Source: an optimization exercise on an open RTL-to-GDS flow (aim: small area, a short achievable clock period and few clock cycles). Production flows keep margins and buffers that such runs may drop. Function was checked by simulation only, so behaviour that the tests miss may differ from the original.

==> flow/design.v (outline; a module is shown in full before it is edited, if it fits) <==
// module systolic_ws_stream: 3908 lines
// module ws_booth_enc: 18 lines
// module ws_fa: 10 lines
// module ws_ha: 9 lines
module systolic_ws_stream (
    input  logic        clk,
    input  logic        rst,
    input  logic        start_i,
    input  logic        reuse_w_i,
    input  logic        w_valid_i,
    input  logic [31:0] w_data_i,
    output logic        w_ready_o,
    input  logic        a_valid_i,
    input  logic [31:0] a_data_i,
    input  logic        a_last_i,
    output logic        a_ready_o,
    output logic        o_valid_o,
    output logic [71:0] o_data_o,
    output logic        busy_o,
    output logic        done_o
);
  // ...
==> flow/flow/run.sh <==
#!/bin/bash
# Own layout flow: the standard ORFS flow (standard.sh, which also runs the
# standard synthesis unchanged), with one change: the buffers that ORFS puts on
# every input and output port are sky130_fd_sc_hd__buf_2 cells instead of the
# delay buffers it picks by default. Each make run logs to its own file here.
set -euo pipefail
bash standard.sh synth > synth.log 2>&1
bash standard.sh "BUFFER_PORTS_ARGS=-buffer_cell sky130_fd_sc_hd__buf_2" finish > layout.log 2>&1
==> flow/standard.sh <==
#!/bin/bash
# synth_recipe.tcl (not shown) runs the flow's synth.tcl, then flattens the netlist and writes it again
# the make line also repeats each setting of config.mk as NAME=value (left out here)
make -C /OpenROAD-flow-scripts/flow DESIGN_CONFIG=/design/flow/config.mk WORK_HOME=/design/flow/orfs CLKGATE_MAP_FILE= SYNTH_SCRIPT=/design/flow/synth_recipe.tcl "${@:-finish}"
==> flow/config.mk <==
export PLATFORM = sky130hd
export DESIGN_NAME = systolic_ws_stream
export DESIGN_NICKNAME = systolic_ws_stream
export VERILOG_FILES = /design/flow/design.v
export SDC_FILE = /design/flow/constraint.sdc
export NUM_CORES = 4
export LEC_CHECK = 0
export CAP_MARGIN = 20
export CORE_MARGIN = 2
export CORE_UTILIZATION = 40
export CTS_CLUSTER_DIAMETER = 120
export CTS_CLUSTER_SIZE = 25
export SETUP_SLACK_MARGIN = 4.43
export SLEW_MARGIN = 20
export SYNTH_HIERARCHICAL = 1
==> flow/constraint.sdc <==
create_clock -name core_clock -period 7.0 [get_ports {clk}]
set_input_delay 1.4000 -clock core_clock [delete_from_list [all_inputs] [get_ports {clk}]]
set_output_delay 1.4000 -clock core_clock [all_outputs]
set_load 0.01 [all_outputs]
==> impl_metrics.env, run 1 <==
export IMPL_flow_area_growth_from_synthesis_pct=6.004
export IMPL_htreeDepth=2
export IMPL_worstMarginPinSlew_ps=956.5
export IMPL_crit_slowest_cell="dfrtp_1"
export IMPL_vias=24481
export IMPL_n_clock_buffer=53
export IMPL_syn_inst=3259
export IMPL_r2r_setup_slack_ps=4520
export IMPL_tns_ps=0
export IMPL_synthMuxAreaShare_pct=0.07690
export IMPL_num_nonclk_inverters=110
export IMPL_outcome="timing/DRC/antenna clean"
export IMPL_final_cell_mix="543 x dfxtp_1, 520 x fa_1, 448 x a22oi_1"
export IMPL_cp_depth=1
export IMPL_cts_hold_buffers=0
export IMPL_die_h_microns=322.9
export IMPL_yosysTopAreaCell="dfxtp_1"
export IMPL_rows=116
export IMPL_hold_start="cut2c3_p1_0_q$_DFF_P_"
export IMPL_track_usage_pct=20.44
export IMPL_regMostFlops="wgt_q"
export IMPL_reg2reg_from="two_q[3][2]$_DFF_P_"
export IMPL_path_cells="buf_2"
export IMPL_signal_buffers=189
export IMPL_clock_latency_ps=600
export IMPL_dp_cells=4490
export IMPL_maxSlewViolCount=0
export IMPL_place_area_sq_um=42020
export IMPL_seqCellArea_sq_um=15750
export IMPL_io_pins=148
export IMPL_clock_area_share_pct=2.432
export IMPL_maxSlewHeadroom_pct=36.24
export IMPL_drc=0
export IMPL_reg_top3="wgt_q x128, oData_q x72"
export IMPL_fin_area_sq_um=43120
export IMPL_endpoint_kind="primary output"
export IMPL_area_share_nonclk_buffers_pct=2.467
export IMPL_met3_usage_pct=3.876
export IMPL_critical_path_class="reg -> out"
Testbench counts, summed over its fixed seeds: cycles 4,679.
==> inputs of run 2 (changes only) <==
--- a/flow/config.mk
+++ b/flow/config.mk
@@ -10,6 +10,6 @@
 export CORE_UTILIZATION = 40
 export CTS_CLUSTER_DIAMETER = 120
 export CTS_CLUSTER_SIZE = 25
-export SETUP_SLACK_MARGIN = 4.43
+export SETUP_SLACK_MARGIN = 4.47
 export SLEW_MARGIN = 20
 export SYNTH_HIERARCHICAL = 1
==> impl_metrics.env, run 2 <==
export IMPL_outcome="timing/DRC/antenna clean"
export IMPL_syn_nets=3971
export IMPL_final_cell_mix="543 x dfxtp_1, 520 x fa_1, 448 x a22oi_1"
export IMPL_synth_edf_count=128
export IMPL_largest_reg_flops=128
export IMPL_dp_slack_ps=4250
export IMPL_period_share_pct=35.81
export IMPL_clk_pin_slew_ps=100
export IMPL_drive_above_1_share_pct=8.746
export IMPL_layout_min_cycle_time_ps=2507
export IMPL_hold_class="reg -> reg"
export IMPL_die_area_sq_um=104300
export IMPL_place_area_sq_um=42020
export IMPL_path_buf_inv=1
export IMPL_seq_area_frac_synth_pct=38.52
export IMPL_cts_buffers=35
export IMPL_regMostFlops="wgt_q"
export IMPL_ys_seq_elements=714
export IMPL_drt_iter0_markers=2720
export IMPL_cts_root_buffer="clkbuf_16"
export IMPL_maxSlewHeadroom_pct=39.16
export IMPL_setup_viol=0
export IMPL_finalNonFillerCells=4548
export IMPL_reg_top3="wgt_q x128, oData_q x72"
export IMPL_arrival_ps=1110
export IMPL_initial_core_util_pct=40.50
export IMPL_final_common_cell="dfxtp_1"
export IMPL_synth_top_cell_area_share_pct=27.96
export IMPL_synth_main_ff_cell="dfxtp_1"
export IMPL_rsz0062_at_grt="true"
export IMPL_path_max_fanout=1
export IMPL_yosysTopAreaCell="dfxtp_1"
export IMPL_vias_per_cell=5.352
export IMPL_regToRegEndpoint="cut1c2_p7_7_q$_DFF_P_"
export IMPL_max_freq_mhz=398.9
export IMPL_ys_types=58
export IMPL_cts_hold_buffers=0
export IMPL_critical_path_top_delay_family="flip-flops"
export IMPL_path_cells="buf_6"
export IMPL_io_pins=148
export IMPL_cp_depth=1
export IMPL_tns_ps=0
export IMPL_grt_pass1_vias=25511
export IMPL_clock_latency_ps=600
export IMPL_critPathMaxStageDelay_ps=400
export IMPL_nNetsFinal=3882
export IMPL_critical_path_class="reg -> out"
export IMPL_synth_common_cells="568 x dfxtp_1, 520 x fa_1, 448 x a22oi_1, 323 x xnor2_1, 312 x xor2_1"
export IMPL_cts_tree="yes"
export IMPL_die_h_microns=322.9
export IMPL_grt_pass1_wl_microns=160400
export IMPL_die_w_microns=322.9
export IMPL_ant_nets=0
export IMPL_syn_area_per_cell_sq_um=12.48
export IMPL_drc=0
export IMPL_dp_cells=4490
export IMPL_maxSlewViolCount=0
export IMPL_syn_cell_area_sq_um=40680
export IMPL_post_cts_setup_buffers=0
export IMPL_firstDrtPassIters=6
export IMPL_yosys_warnings=21
export IMPL_portBuffers=147
export IMPL_max_cap_violations=0
export IMPL_fin_area_sq_um=43130
export IMPL_finalHoldViolCount=0
export IMPL_syn_inst=3259
export IMPL_gp_congestion=0.8383
export IMPL_rows=116
export IMPL_cp_required_ps=5600
export IMPL_timing_final_ws_setup_ps=4493
export IMPL_core_region_area_sq_um=100400
export IMPL_gr_total_overflow=0
export IMPL_synth_most_common_cell="dfxtp_1"
export IMPL_crit_end="o_valid_o"
export IMPL_endpoint_kind="primary output"
export IMPL_worstMarginPinSlew_ps=912.7
export IMPL_crit_start="oValid_q$_DFF_PP0_"
export IMPL_routedWlPerCell_microns=23.00
export IMPL_grt_max_degree=129
export IMPL_hold_worst_slack_ps=326.2
export IMPL_flow_area_growth_from_synthesis_pct=6.041
export IMPL_cts_max_path_buffers=3
export IMPL_htreeDepth=2
export IMPL_track_usage_pct=20.43
export IMPL_skew_ps=32.95
export IMPL_synth_area_leaders="dfxtp_1 28%, fa_1 26%, edfxtp_1 9.4%, a22oi_1 8.3%, xnor2_1 7.0%"
export IMPL_antenna_found_initial=0
export IMPL_reg2reg_from="one_q[3][0]$_DFF_P_"
export IMPL_reg2regPathDepth=5
export IMPL_r2r_setup_slack_ps=4580
export IMPL_critPathLaunchType="flop"
export IMPL_vias=24342
export IMPL_drt_wl_total_microns=104600
export IMPL_crit_slowest_cell="dfrtp_1"
export IMPL_ys_async_sr_fraction_pct=2.521
export IMPL_cts_num_sinks=714
export IMPL_post_dp_hpwl_microns=71170
run 2: layout make-up:
class,count,area [sq um]
clock inverters,4,42.54
flip-flops and latches,714,15750
inverters,110,412.9
diodes,1,2.502
fillers,9461,57300
multi-input cells,2120,23140
repair buffers,189,1076
well taps,1357,1698
clock buffers,53,1006
run 2: metrics by stage:
stage               utilization [%]
finish                        42.95
CTS                           42.92
detailed placement            41.83
global placement              41.83
global route                  42.94
floorplan                         -
run 2: worst min-delay path by stage:
stage                                startpoint                  end  slack, ps  cells past startpoint
after detailed placement  cut2c0_p0_0_q$_DFF_P_   oData_q[0]$_DFF_P_        310                      0
after CTS                 cut2c3_p1_0_q$_DFF_P_  oData_q[55]$_DFF_P_        330                      0
after global placement    cut2c1_p3_0_q$_DFF_P_  oData_q[21]$_DFF_P_        310                      0
after floorplan           cut2c0_p0_0_q$_DFF_P_   oData_q[0]$_DFF_P_        310                      0
final                     cut2c3_p1_0_q$_DFF_P_  oData_q[55]$_DFF_P_        330                      0
after global routing      cut2c3_p1_0_q$_DFF_P_  oData_q[55]$_DFF_P_        330                      0
run 2: per-module statistics from Yosys, one instance, submodules excluded:
module	area [sq um]	copies in the design	cells inside
ws_booth_enc	123.9	4	18
ws_ha	12.51	44	1
systolic_ws_stream	29460	1	2635
ws_fa	20.02	508	1
run 2: routing by layer:
layer	routed length, microns	global-route usage (%)	vias to the layer above
li1	-	-	10663
met3	8943	3.876	132
met1	43950	28.51	12374
met4	2879	5.860	0
met5	0	0	-
met2	48820	32.43	1173
run 2: what timing repair did:
action,4_1_cts,5_1_grt
endpoints found under the hold margin,0,0
setup endpoints to repair,67,128
gates resized for setup,16,7
run 2: cell families (layout without fill, tap and decap cells):
group	Yosys count	after routing	share of synthesized area [%]
DFF	714	714	38.52
other	0	1	0
adders and majority gates	641	641	29.31
AOI/OAI and AO/OA	648	648	11.41
buffers and inverters	425	356	4.596
muxes	3	3	0.07690
and+or+nand+nor	193	193	2.409
xor gates and xnor gates	635	635	13.67
==> inputs of run 3 (changes only) <==
--- a/flow/config.mk
+++ b/flow/config.mk
@@ -7,7 +7,7 @@
 export LEC_CHECK = 0
 export CAP_MARGIN = 20
 export CORE_MARGIN = 2
-export CORE_UTILIZATION = 40
+export CORE_UTILIZATION = 30
 export CTS_CLUSTER_DIAMETER = 120
 export CTS_CLUSTER_SIZE = 25
 export SETUP_SLACK_MARGIN = 4.47
==> impl_metrics.env, run 3 <==
export IMPL_outcome="timing/DRC/antenna clean"
export IMPL_htreeDepth=2
export IMPL_initial_core_util_pct=30.14
export IMPL_dp_slack_ps=4090
export IMPL_io_pins=148
export IMPL_synth_edf_count=128
export IMPL_routedWlPerCell_microns=21.61
export IMPL_vias_per_cell=4.942
export IMPL_timing_final_ws_setup_ps=4458
export IMPL_die_h_microns=372.2
export IMPL_drc=0
export IMPL_rows=135
export IMPL_worstMarginPinSlew_ps=937.7
export IMPL_cts_root_buffer="clkbuf_16"
export IMPL_path_buf_inv=1
export IMPL_syn_cell_area_sq_um=40680
export IMPL_endpoint_kind="primary output"
export IMPL_synth_main_ff_cell="dfxtp_1"
export IMPL_cts_num_sinks=714
export IMPL_setup_viol=0
export IMPL_largest_reg_flops=128
export IMPL_seq_area_frac_synth_pct=38.52
export IMPL_clk_pin_slew_ps=100
export IMPL_final_common_cell="fa_1"
export IMPL_gp_congestion=0.8400
export IMPL_cts_max_path_buffers=3
export IMPL_drive_above_1_share_pct=9.809
export IMPL_skew_ps=35.83
export IMPL_fill_cells=13443
export IMPL_path_cells="buf_2"
export IMPL_layout_min_cycle_time_ps=2542
export IMPL_syn_inst=3259
export IMPL_dp_cells=4916
export IMPL_synth_top_cell_area_share_pct=27.96
export IMPL_track_usage_pct=15.64
export IMPL_yosys_warnings=21
export IMPL_grt_pass1_vias=26163
export IMPL_r2r_setup_slack_ps=4570
export IMPL_finalNonFillerCells=4973
export IMPL_die_w_microns=372.2
export IMPL_cts_buffers=34
export IMPL_critical_path_top_delay_family="flip-flops"
export IMPL_nNetsFinal=3883
export IMPL_path_max_fanout=1
export IMPL_vias=24575
export IMPL_clock_latency_ps=620
export IMPL_tns_ps=0
export IMPL_regMostFlops="wgt_q"
export IMPL_grt_max_degree=132
export IMPL_critical_path_class="reg -> out"
export IMPL_drt_iter0_markers=2560
export IMPL_period_share_pct=36.31
export IMPL_core_region_area_sq_um=135000
export IMPL_finalHoldViolCount=0
export IMPL_post_dp_hpwl_microns=75040
export IMPL_critPathLaunchType="flop"
export IMPL_max_freq_mhz=393.4
export IMPL_cp_required_ps=5600
export IMPL_reg_top3="wgt_q x128, oData_q x72"
export IMPL_syn_area_per_cell_sq_um=12.48
export IMPL_max_cap_violations=0
export IMPL_yosysTopAreaCell="dfxtp_1"
export IMPL_ys_async_sr_fraction_pct=2.521
export IMPL_ys_seq_elements=714
export IMPL_maxSlewHeadroom_pct=37.48
export IMPL_post_route_util_pct=32.43
export IMPL_syn_nets=3971
export IMPL_final_cell_mix="520 x fa_1, 506 x dfxtp_1, 448 x a22oi_1"
export IMPL_synth_area_leaders="dfxtp_1 28%, fa_1 26%, edfxtp_1 9.4%, a22oi_1 8.3%, xnor2_1 7.0%"
export IMPL_grt_pass1_wl_microns=164000
export IMPL_arrival_ps=1140
export IMPL_cts_tree="yes"
export IMPL_rsz0062_at_grt="true"
export IMPL_synth_common_cells="568 x dfxtp_1, 520 x fa_1, 448 x a22oi_1, 323 x xnor2_1, 312 x xor2_1"
export IMPL_die_area_sq_um=138500
export IMPL_flow_area_growth_from_synthesis_pct=7.613
export IMPL_crit_slowest_cell="dfrtp_1"
export IMPL_portBuffers=147
export IMPL_antenna_found_initial=4
export IMPL_gr_total_overflow=0
export IMPL_synth_most_common_cell="dfxtp_1"
export IMPL_maxSlewViolCount=0
export IMPL_ys_types=58
export IMPL_firstDrtPassIters=6
export IMPL_drt_wl_total_microns=107500
export IMPL_hold_class="reg -> reg"
export IMPL_ant_nets=0
export IMPL_critPathMaxStageDelay_ps=400
run 3: through the flow:
step	cell area (sq um)	hold WS (ps)
floorplan	40680	309.6
global placement	42560	312.7
detailed placement	42560	312.1
CTS	43710	329.7
global route	43770	335.5
finish	43770	329.9
run 3: per-layer routing:
metal  vias up  GRT usage [%]  share of wire, %
met5         -              0             0.019
met4         4          3.947               2.3
met3       121          3.098               9.0
met2      1212          25.16                47
met1     12581          21.47                42
li1      10657              -                 -
run 3: area by class of cell:
type,instances,area [sq um],share of cell area (%)
multi-input cells,2120,23140,52.87
flip-flops and latches,714,15800,36.10
well taps,1781,2228,5.091
repair buffers,191,1172,2.678
clock buffers,55,993.5,2.270
inverters,110,412.9,0.9433
clock inverters,1,16.27,0.03716
diodes,1,2.502,0.005717
run 3: worst paths after layout:
check | startpoint | end | cells past startpoint
worst max-delay path | wRdy_q$_DFF_PP0_ | w_ready_o | 1
worst min register to register | cut2c0_p5_0_q$_DFF_P_ | oData_q[5]$_DFF_P_ | 0
max in group asynchronous | rst | wCnt_q[0]$_DFFE_PP0P_ | 2
worst max register to register | one_q[3][2]$_DFF_P_ | cut1c1_p9_5_q$_DFF_P_ | 5
worst min-delay path | cut2c0_p5_0_q$_DFF_P_ | oData_q[5]$_DFF_P_ | 0
min in group asynchronous | rst | busy_q$_DFF_PP0_ | 2
run 3: logic make-up after synthesis:
kind of cell	after synthesis	synth area share (%)
fa+ha+maj	641	29.31
compound gates	648	11.41
simple gates	193	2.409
xor+xnor	635	13.67
flops	714	38.52
buf+inv	425	4.596
mux	3	0.07690
run 3: per-module statistics from Yosys (local to each module, per instance):
module	cell area, sq um	times used	flip-flops and latches
ws_booth_enc	123.9	4	0
ws_fa	20.02	508	0
systolic_ws_stream	29460	1	714
ws_ha	12.51	44	0
run 3: timing repair:
action / 4_1_cts / 5_1_grt
buffers inserted: 0 / 0
endpoints found under the setup margin: 127 / 111
gates resized for setup: 62 / 14
hold buffers: 0 / 0
==> inputs of run 4 (changes only) <==
--- a/flow/config.mk
+++ b/flow/config.mk
@@ -7,7 +7,7 @@
 export LEC_CHECK = 0
 export CAP_MARGIN = 20
 export CORE_MARGIN = 2
-export CORE_UTILIZATION = 30
+export CORE_UTILIZATION = 50
 export CTS_CLUSTER_DIAMETER = 120
 export CTS_CLUSTER_SIZE = 25
 export SETUP_SLACK_MARGIN = 4.47
==> impl_metrics.env, run 4 <==
export IMPL_outcome="timing/DRC/antenna clean"
export IMPL_die_h_microns=289.2
export IMPL_syn_cell_area_sq_um=40680
export IMPL_routedWlPerCell_microns=24.84
export IMPL_gp_congestion=0.8458
export IMPL_hold_worst_slack_ps=322.5
export IMPL_ant_nets=0
export IMPL_clock_latency_ps=600
export IMPL_io_pins=148
export IMPL_yosys_warnings=21
export IMPL_synth_edf_count=128
export IMPL_syn_area_per_cell_sq_um=12.48
export IMPL_grt_pass1_vias=26294
export IMPL_critical_path_top_delay_family="flip-flops"
export IMPL_finalHoldViolCount=0
export IMPL_arrival_ps=1120
export IMPL_diodes=0
export IMPL_syn_nets=3971
export IMPL_post_route_util_pct=53.01
export IMPL_rows=104
export IMPL_skew_ps=24.70
export IMPL_htreeDepth=2
export IMPL_post_cts_setup_buffers=0
export IMPL_final_common_cell="dfxtp_1"
export IMPL_path_buf_inv=1
export IMPL_drc=0
export IMPL_critPathMaxStageDelay_ps=380
export IMPL_cts_hold_buffers=0
export IMPL_path_cells="buf_2"
export IMPL_maxSlewHeadroom_pct=42.21
export IMPL_r2r_setup_slack_ps=4610
export IMPL_firstDrtPassIters=6
export IMPL_ys_async_sr_fraction_pct=2.521
export IMPL_largest_reg_flops=128
export IMPL_track_usage_pct=25.73
export IMPL_max_freq_mhz=397.1
export IMPL_cts_root_buffer="clkbuf_16"
export IMPL_cts_buffers=35
export IMPL_portBuffers=147
export IMPL_crit_slowest_cell="dfrtp_1"
export IMPL_synth_most_common_cell="dfxtp_1"
export IMPL_seq_area_frac_synth_pct=38.52
export IMPL_endpoint_kind="primary output"
export IMPL_tns_ps=0
export IMPL_nNetsFinal=3873
export IMPL_gr_total_overflow=0
export IMPL_path_max_fanout=1
export IMPL_synth_main_ff_cell="dfxtp_1"
export IMPL_cts_max_path_buffers=3
export IMPL_ys_types=58
export IMPL_yosysTopAreaCell="dfxtp_1"
export IMPL_cp_required_ps=5600
export IMPL_timing_final_ws_setup_ps=4482
export IMPL_rsz0062_at_grt="true"
export IMPL_vias=24684
export IMPL_reg_top3="wgt_q x128, oData_q x72"
export IMPL_syn_inst=3259
export IMPL_fill_cells=6951
export IMPL_critical_path_class="reg -> out"
export IMPL_max_cap_violations=0
export IMPL_worstMarginPinSlew_ps=866.8
export IMPL_layout_min_cycle_time_ps=2518
export IMPL_drt_iter0_markers=2502
export IMPL_cts_num_sinks=714
export IMPL_regMostFlops="wgt_q"
export IMPL_final_cell_mix="535 x dfxtp_1, 520 x fa_1, 448 x a22oi_1"
export IMPL_dp_slack_ps=4140
export IMPL_period_share_pct=35.97
export IMPL_setup_viol=0
export IMPL_cts_tree="yes"
export IMPL_grt_pass1_wl_microns=160100
export IMPL_drive_above_1_share_pct=8.716
export IMPL_die_w_microns=289.2
export IMPL_hold_class="reg -> reg"
export IMPL_critPathLaunchType="flop"
export IMPL_antenna_found_initial=2
export IMPL_synth_area_leaders="dfxtp_1 28%, fa_1 26%, edfxtp_1 9.4%, a22oi_1 8.3%, xnor2_1 7.0%"
export IMPL_drt_wl_total_microns=105300
export IMPL_post_dp_hpwl_microns=71830
export IMPL_vias_per_cell=5.824
export IMPL_initial_core_util_pct=50.50
export IMPL_clk_pin_slew_ps=110
export IMPL_synth_common_cells="568 x dfxtp_1, 520 x fa_1, 448 x a22oi_1, 323 x xnor2_1, 312 x xor2_1"
export IMPL_grt_max_degree=132
export IMPL_maxSlewViolCount=0
export IMPL_ys_seq_elements=714
export IMPL_synth_top_cell_area_share_pct=27.96
export IMPL_core_region_area_sq_um=80550
export IMPL_die_area_sq_um=83650
export IMPL_flow_area_growth_from_synthesis_pct=4.965
run 4: cell count changes in the layout (fill, tap and decap cells not counted), sizes merged:
cell,change
buf,-11
diode,-1
inv,+3
clkbuf,-5
run 4: cells by family (layout without fill, tap and decap cells):
kind of cell	Yosys count	in the layout	synth area share (%)
AO/OA/AOI/OAI	648	648	11.41
XOR/XNOR	635	635	13.67
adder cells (fa/ha/maj)	641	641	29.31
buffers and inverters	425	344	4.596
flip-flops	714	714	38.52
multiplexers	3	3	0.07690
AND/OR/NAND/NOR	193	193	2.409
run 4: per-layer routing:
layer  GRT usage (%)  share of wire [%]  vias to the layer above
met5               0              0.016                        -
met2           40.73                 47                     1282
met1           34.83                 40                    12529
met3           4.937                8.7                      225
li1                -                  -                    10644
met4           10.77                4.7                        4
run 4: final cells by class:
type	count	area [sq um]	share of cell area (%)
multi-input cells	2120	23140	54.21
flip-flops and latches	714	15790	36.98
well taps	1060	1326	3.106
repair buffers	180	1002	2.347
clock buffers	50	984.7	2.306
inverters	110	412.9	0.9671
clock inverters	4	38.79	0.09085
run 4: worst paths after layout:
check | depth (start not counted) | endpoint | from
hold reg to reg | 0 | oData_q[38]$_DFF_P_ | cut2c2_p2_0_q$_DFF_P_
min in group asynchronous | 2 | lPipe_q[2]$_DFF_PP0_ | rst
hold / removal | 0 | oData_q[38]$_DFF_P_ | cut2c2_p2_0_q$_DFF_P_
max in group asynchronous | 2 | wCnt_q[1]$_DFFE_PP0P_ | rst
setup / recovery | 1 | o_valid_o | oValid_q$_DFF_PP0_
setup reg to reg | 5 | cut1c0_p9_5_q$_DFF_P_ | one_q[3][2]$_DFF_P_
run 4: Yosys stat by module, one instance, submodules excluded:
module / cells inside / copies in the design / flip-flops and latches
ws_booth_enc: 18 / 4 / 0
systolic_ws_stream: 2635 / 1 / 714
ws_ha: 1 / 44 / 0
ws_fa: 1 / 508 / 0
run 4: timing repair:
action | in CTS | in global routing
pin swaps | 0 | 0
setup endpoints to repair | 111 | 119
hold endpoints to repair | 0 | 0
gates resized for setup | 22 | 10
run 4: stage by stage:
stage               instances  area (sq um)
finish                   4238         42690
global route             4238         42690
CTS                      4238         42660
detailed placement       4184         41590
global placement         4184         41590
floorplan                3259         40680

## re-timing with driven ports
Ports are ideal in the flow. The routed layouts listed here were re-timed in OpenROAD.
Step 1 assumes that a clkbuf_16 drives the clock port and a buf_2 every other input.
Step 2 also shifts input and output timing later by t, the mid clock arrival at the registers, as if the neighbouring blocks saw the same clock.
Three values: ideal, step 1, step 2; two values: the first two.
| run | t, ns | slack for setup (ns) | hold slack, ns |
|---|---|---|---|
| run 1 | 0.659 | 4.488 / 4.419 / 4.162 | 0.328 / 0.328 / 0.328 |
| run 2 | 0.656 | 4.493 / 4.425 / 4.181 | 0.326 / 0.326 / 0.326 |
| run 3 | 0.672 | 4.458 / 4.387 / 4.184 | 0.330 / 0.330 / 0.330 |
| run 4 | 0.662 | 4.482 / 4.415 / 4.267 | 0.322 / 0.322 / 0.322 |
After both steps every run listed still meets setup and hold. The setup slack of run 1, which loses most, moves by -0.069 ns with the drivers and by -0.326 ns with both steps.
